This design comes from an exercise in tuning for small area on the open sky130 flow, not from production work.
RTL that was checked went through simulation tests only; none was proved equivalent to the original.
No activity file was given, so power comes from the tool's default toggle rates.

Setup of job 8471:
==> flow/design.v <==
`timescale 1ns/1ps
module tcp_stats_monitor (
  input  logic        ap_clk,
  input  logic        ap_rst_n,
  input  logic        ap_start,
  input  logic [63:0] cnt_preset,
  input  logic        rx_tvalid,
  input  logic        rx_tready,
  input  logic [7:0]  rx_tkeep,
  input  logic        rx_tlast,
  input  logic        tx_tvalid,
  input  logic        tx_tready,
  input  logic [7:0]  tx_tkeep,
  input  logic        tx_tlast,
  input  logic        tx_status_tvalid,
  input  logic        tx_status_tready,
  input  logic [63:0] tx_status_tdata,
  input  logic        open_status_tvalid,
  input  logic        open_status_tready,
  input  logic [23:0] open_status_tdata,
  input  logic        close_tvalid,
  input  logic        close_tready,
  output logic        ap_done,
  output logic        ap_idle,
  output logic [41:0] rx_bytes,
  output logic [41:0] tx_bytes,
  output logic [31:0] rx_pkts,
  output logic [31:0] tx_pkts,
  output logic [31:0] sts_total,
  output logic [31:0] sts_good,
  output logic [31:0] open_total,
  output logic [31:0] open_good,
  output logic [63:0] exec_cycles
);
  logic       start_prev;
  logic       rx_fire, tx_fire;
  logic [3:0] rx_cnt, tx_cnt;
  assign rx_fire = rx_tvalid & rx_tready & ap_rst_n;
  assign tx_fire = tx_tvalid & tx_tready & ap_rst_n;
  always_comb begin
    rx_cnt = 4'd0;
    tx_cnt = 4'd0;
    for (int i = 0; i < 8; i++) begin
      rx_cnt = rx_cnt + {3'd0, rx_tkeep[i]};
      tx_cnt = tx_cnt + {3'd0, tx_tkeep[i]};
    end
  end
  logic       s1_start, s1_close, s1_rxp, s1_txp, s1_sts, s1_stsg, s1_open, s1_openg;
  logic [3:0] s1_rxb, s1_txb;
  always_ff @(posedge ap_clk) begin
    start_prev <= ap_start & ap_rst_n;
    s1_start   <= ap_start & ~start_prev & ap_rst_n;
    s1_close   <= close_tvalid & close_tready & ap_rst_n;
    s1_rxb     <= rx_fire ? rx_cnt : 4'd0;
    s1_rxp     <= rx_fire & rx_tlast;
    s1_txb     <= tx_fire ? tx_cnt : 4'd0;
    s1_txp     <= tx_fire & tx_tlast;
    s1_sts     <= tx_status_tvalid & tx_status_tready & ap_rst_n;
    s1_stsg    <= tx_status_tvalid & tx_status_tready & ap_rst_n
                  & ~tx_status_tdata[63] & ~tx_status_tdata[62];
    s1_open    <= open_status_tvalid & open_status_tready & ap_rst_n;
    s1_openg   <= open_status_tvalid & open_status_tready & ap_rst_n & open_status_tdata[16];
  end
  logic       s2_start, s2_close, s2_rxp, s2_txp, s2_sts, s2_stsg, s2_open, s2_openg;
  logic [3:0] s2_rxb, s2_txb;
  always_ff @(posedge ap_clk) begin
    s2_start <= s1_start & ap_rst_n;
    s2_close <= s1_close & ap_rst_n;
    s2_rxb   <= s1_rxb & {4{ap_rst_n}};
    s2_rxp   <= s1_rxp & ap_rst_n;
    s2_txb   <= s1_txb & {4{ap_rst_n}};
    s2_txp   <= s1_txp & ap_rst_n;
    s2_sts   <= s1_sts & ap_rst_n;
    s2_stsg  <= s1_stsg & ap_rst_n;
    s2_open  <= s1_open & ap_rst_n;
    s2_openg <= s1_openg & ap_rst_n;
  end
  logic keep;         
  logic [63:0] pre;   
  logic running;
  assign keep = ap_rst_n & ~s2_start;
  assign pre  = cnt_preset & {64{s2_start & ap_rst_n}};
  always_ff @(posedge ap_clk) begin
    ap_done <= s2_close & ap_rst_n;
    running <= ap_rst_n & ~s2_close & (s2_start | running);
  end
  assign ap_idle = ~running;
  logic [41:0] rx_bytes_d, tx_bytes_d;
  logic [31:0] rx_pkts_d, tx_pkts_d, sts_total_d, sts_good_d, open_total_d, open_good_d;
  logic [63:0] exec_cycles_d;
  stat_add #(.W(42), .IW(4)) u_rxb (.q(rx_bytes),    .pre(pre[41:0]), .keep, .rst_n(ap_rst_n), .inc(s2_rxb),   .d(rx_bytes_d));
  stat_add #(.W(42), .IW(4)) u_txb (.q(tx_bytes),    .pre(pre[41:0]), .keep, .rst_n(ap_rst_n), .inc(s2_txb),   .d(tx_bytes_d));
  stat_add #(.W(32), .IW(1)) u_rxp (.q(rx_pkts),     .pre(pre[31:0]), .keep, .rst_n(ap_rst_n), .inc(s2_rxp),   .d(rx_pkts_d));
  stat_add #(.W(32), .IW(1)) u_txp (.q(tx_pkts),     .pre(pre[31:0]), .keep, .rst_n(ap_rst_n), .inc(s2_txp),   .d(tx_pkts_d));
  stat_add #(.W(32), .IW(1)) u_st  (.q(sts_total),   .pre(pre[31:0]), .keep, .rst_n(ap_rst_n), .inc(s2_sts),   .d(sts_total_d));
  stat_add #(.W(32), .IW(1)) u_sg  (.q(sts_good),    .pre(pre[31:0]), .keep, .rst_n(ap_rst_n), .inc(s2_stsg),  .d(sts_good_d));
  stat_add #(.W(32), .IW(1)) u_ot  (.q(open_total),  .pre(pre[31:0]), .keep, .rst_n(ap_rst_n), .inc(s2_open),  .d(open_total_d));
  stat_add #(.W(32), .IW(1)) u_og  (.q(open_good),   .pre(pre[31:0]), .keep, .rst_n(ap_rst_n), .inc(s2_openg), .d(open_good_d));
  stat_add #(.W(64), .IW(1)) u_ex  (.q(exec_cycles), .pre(pre),       .keep, .rst_n(ap_rst_n), .inc(running & ~s2_start), .d(exec_cycles_d));
  always_ff @(posedge ap_clk) begin
    rx_bytes    <= rx_bytes_d;
    tx_bytes    <= tx_bytes_d;
    rx_pkts     <= rx_pkts_d;
    tx_pkts     <= tx_pkts_d;
    sts_total   <= sts_total_d;
    sts_good    <= sts_good_d;
    open_total  <= open_total_d;
    open_good   <= open_good_d;
    exec_cycles <= exec_cycles_d;
  end
endmodule
module stat_add #(
  parameter int W  = 32,
  parameter int IW = 1
) (
  input  logic [W-1:0]  q,
  input  logic [W-1:0]  pre,
  input  logic          keep,
  input  logic          rst_n,   
  input  logic [IW-1:0] inc,
  output logic [W-1:0]  d
);
  logic [W-1:0] base;
  logic [W:IW]  c;   
  assign base = (q & {W{keep}}) | pre;
  logic [IW-1:0] low;
  assign {c[IW], low} = {1'b0, base[IW-1:0]} + {1'b0, inc};
  assign d[IW-1:0] = low & {IW{rst_n}};
  localparam int B = 4;   
  localparam int S = 2;   
  localparam int NB = (W - IW + B - 1) / B;
  localparam int NS = (NB + S - 1) / S;
  logic [NB-1:0] pb;         
  logic [NB:0]   cb;         
  logic [NS-1:0] ps;         
  logic [NS:0]   cs;         
  for (genvar k = 0; k < NB; k++) begin : g_pb
    localparam int LO = IW + k * B;
    localparam int HI = (LO + B - 1 < W - 1) ? LO + B - 1 : W - 1;
    assign pb[k] = &base[HI:LO];
  end
  for (genvar m = 0; m < NS; m++) begin : g_ps
    localparam int LO = m * S;
    localparam int HI = (LO + S - 1 < NB - 1) ? LO + S - 1 : NB - 1;
    assign ps[m] = &pb[HI:LO];
  end
  assign cs[0] = c[IW];
  for (genvar m = 0; m < NS; m++) begin : g_cs
    assign cs[m+1] = cs[m] & ps[m];
  end
  for (genvar k = 0; k < NB; k++) begin : g_cb
    if (k % S == 0) begin : g_first
      assign cb[k] = cs[k / S];
    end else begin : g_next
      assign cb[k] = cb[k-1] & pb[k-1];
    end
  end
  for (genvar i = IW; i < W; i++) begin : g_bit
    if ((i - IW) % B == 0) begin : g_first
      if (i > IW) begin : g_c
        assign c[i] = cb[(i - IW) / B];
      end
    end else begin : g_next
      assign c[i] = c[i-1] & base[i-1];
    end
    assign d[i] = base[i] ^ c[i];
  end
endmodule
clock: 4.0 ns
lec_check: 0
abc_area: 1
cap_margin: 20
core_margin: 2
core_utilization: 65
cts_buf_list: sky130_fd_sc_hd__clkbuf_16
cts_cluster_diameter: 100
cts_cluster_size: 30
gpl_timing_driven: 0
place_density: 0.75
slew_margin: 20
standard.sh (not shown) runs the stock make flow with config.mk's settings and CLKGATE_MAP_FILE= SYNTH_SCRIPT=/design/flow/synth_recipe.tcl, a recipe that flattens the netlist after the stock synthesis.
==> flow/flow/run.sh <==
#!/bin/bash
# standard layout, with the port buffers made of the smallest buffer cell
cp standard.sh standard_sh_copy.log
export BUFFER_PORTS_ARGS="-buffer_cell sky130_fd_sc_hd__buf_1"
bash standard.sh > standard.log 2>&1
[inputs] job 6702 vs job 8471
diff --git a/flow/design.v b/flow/design.v
--- a/flow/design.v
+++ b/flow/design.v
@@ -128,5 +128,5 @@
   assign d[IW-1:0] = low & {IW{rst_n}};
   localparam int B = 4;   
-  localparam int S = 2;   
+  localparam int S = 4;   
   localparam int NB = (W - IW + B - 1) / B;
   localparam int NS = (NB + S - 1) / S;
### Flow results
- The sequential share of layout area in job 6702 was lower than what job 8471 gave.
- Via count (lower): job 6702
- Job 6702 ends up with a number of vias per cell after detailed routing that is about 1.8% lower than in job 8471.
- Job 8471 → job 6702: site row count now larger; clock-pin slew reported for the worst setup and hold paths after clock tree synthesis level.
- Changes observed in job 6702 relative to job 8471: total power has remained practically unchanged, mean post-synth cell area shrank by about 0.33%.
- Against job 8471, worst path setup slack after routing in job 6702 came out better.
- From job 8471 to job 6702 the numbers moved as follows: time the final worst path needs with I/O delays and setup -0.078 ns, cell count now larger, die area now sits higher, cell area moved up.
- Job 6702: wire length lower than job 8471
Only the layout flow was run in job 8471; the RTL was not checked for function there.

-- what the ideal ports hide --
How much do the figures lean on ideal ports? The routed layouts below were timed once more, with nothing changed but the port constraints. Step 1, drivers: a clkbuf_16 drives ap_clk and a buf_2 each remaining input, both assumed. Step 2 adds t to the input delays and takes it off the output delays; t is the mean of the earliest and latest rising clock arrival at the registers after step 1. Input paths then give back, and output paths get back, about the clock's delay inside the block. a / b / c = ideal ports / drivers / drivers and shift; a / b = the first two.
run | shift t [ns] | setup WS [ns] | slew at the worst register clock pin (ns)
job 8471 | 0.573 | 0.183 / 0.158 / -0.415 | 0.12 / 0.12
job 6702 | 0.568 | 0.261 / 0.285 / -0.283 | 0.12 / 0.12
Met with ideal ports but missed after step 2: setup timing in job 8471 and job 6702. For job 8471, which loses most, drivers alone change the setup slack by -0.025 ns; drivers and shift together by -0.598 ns.
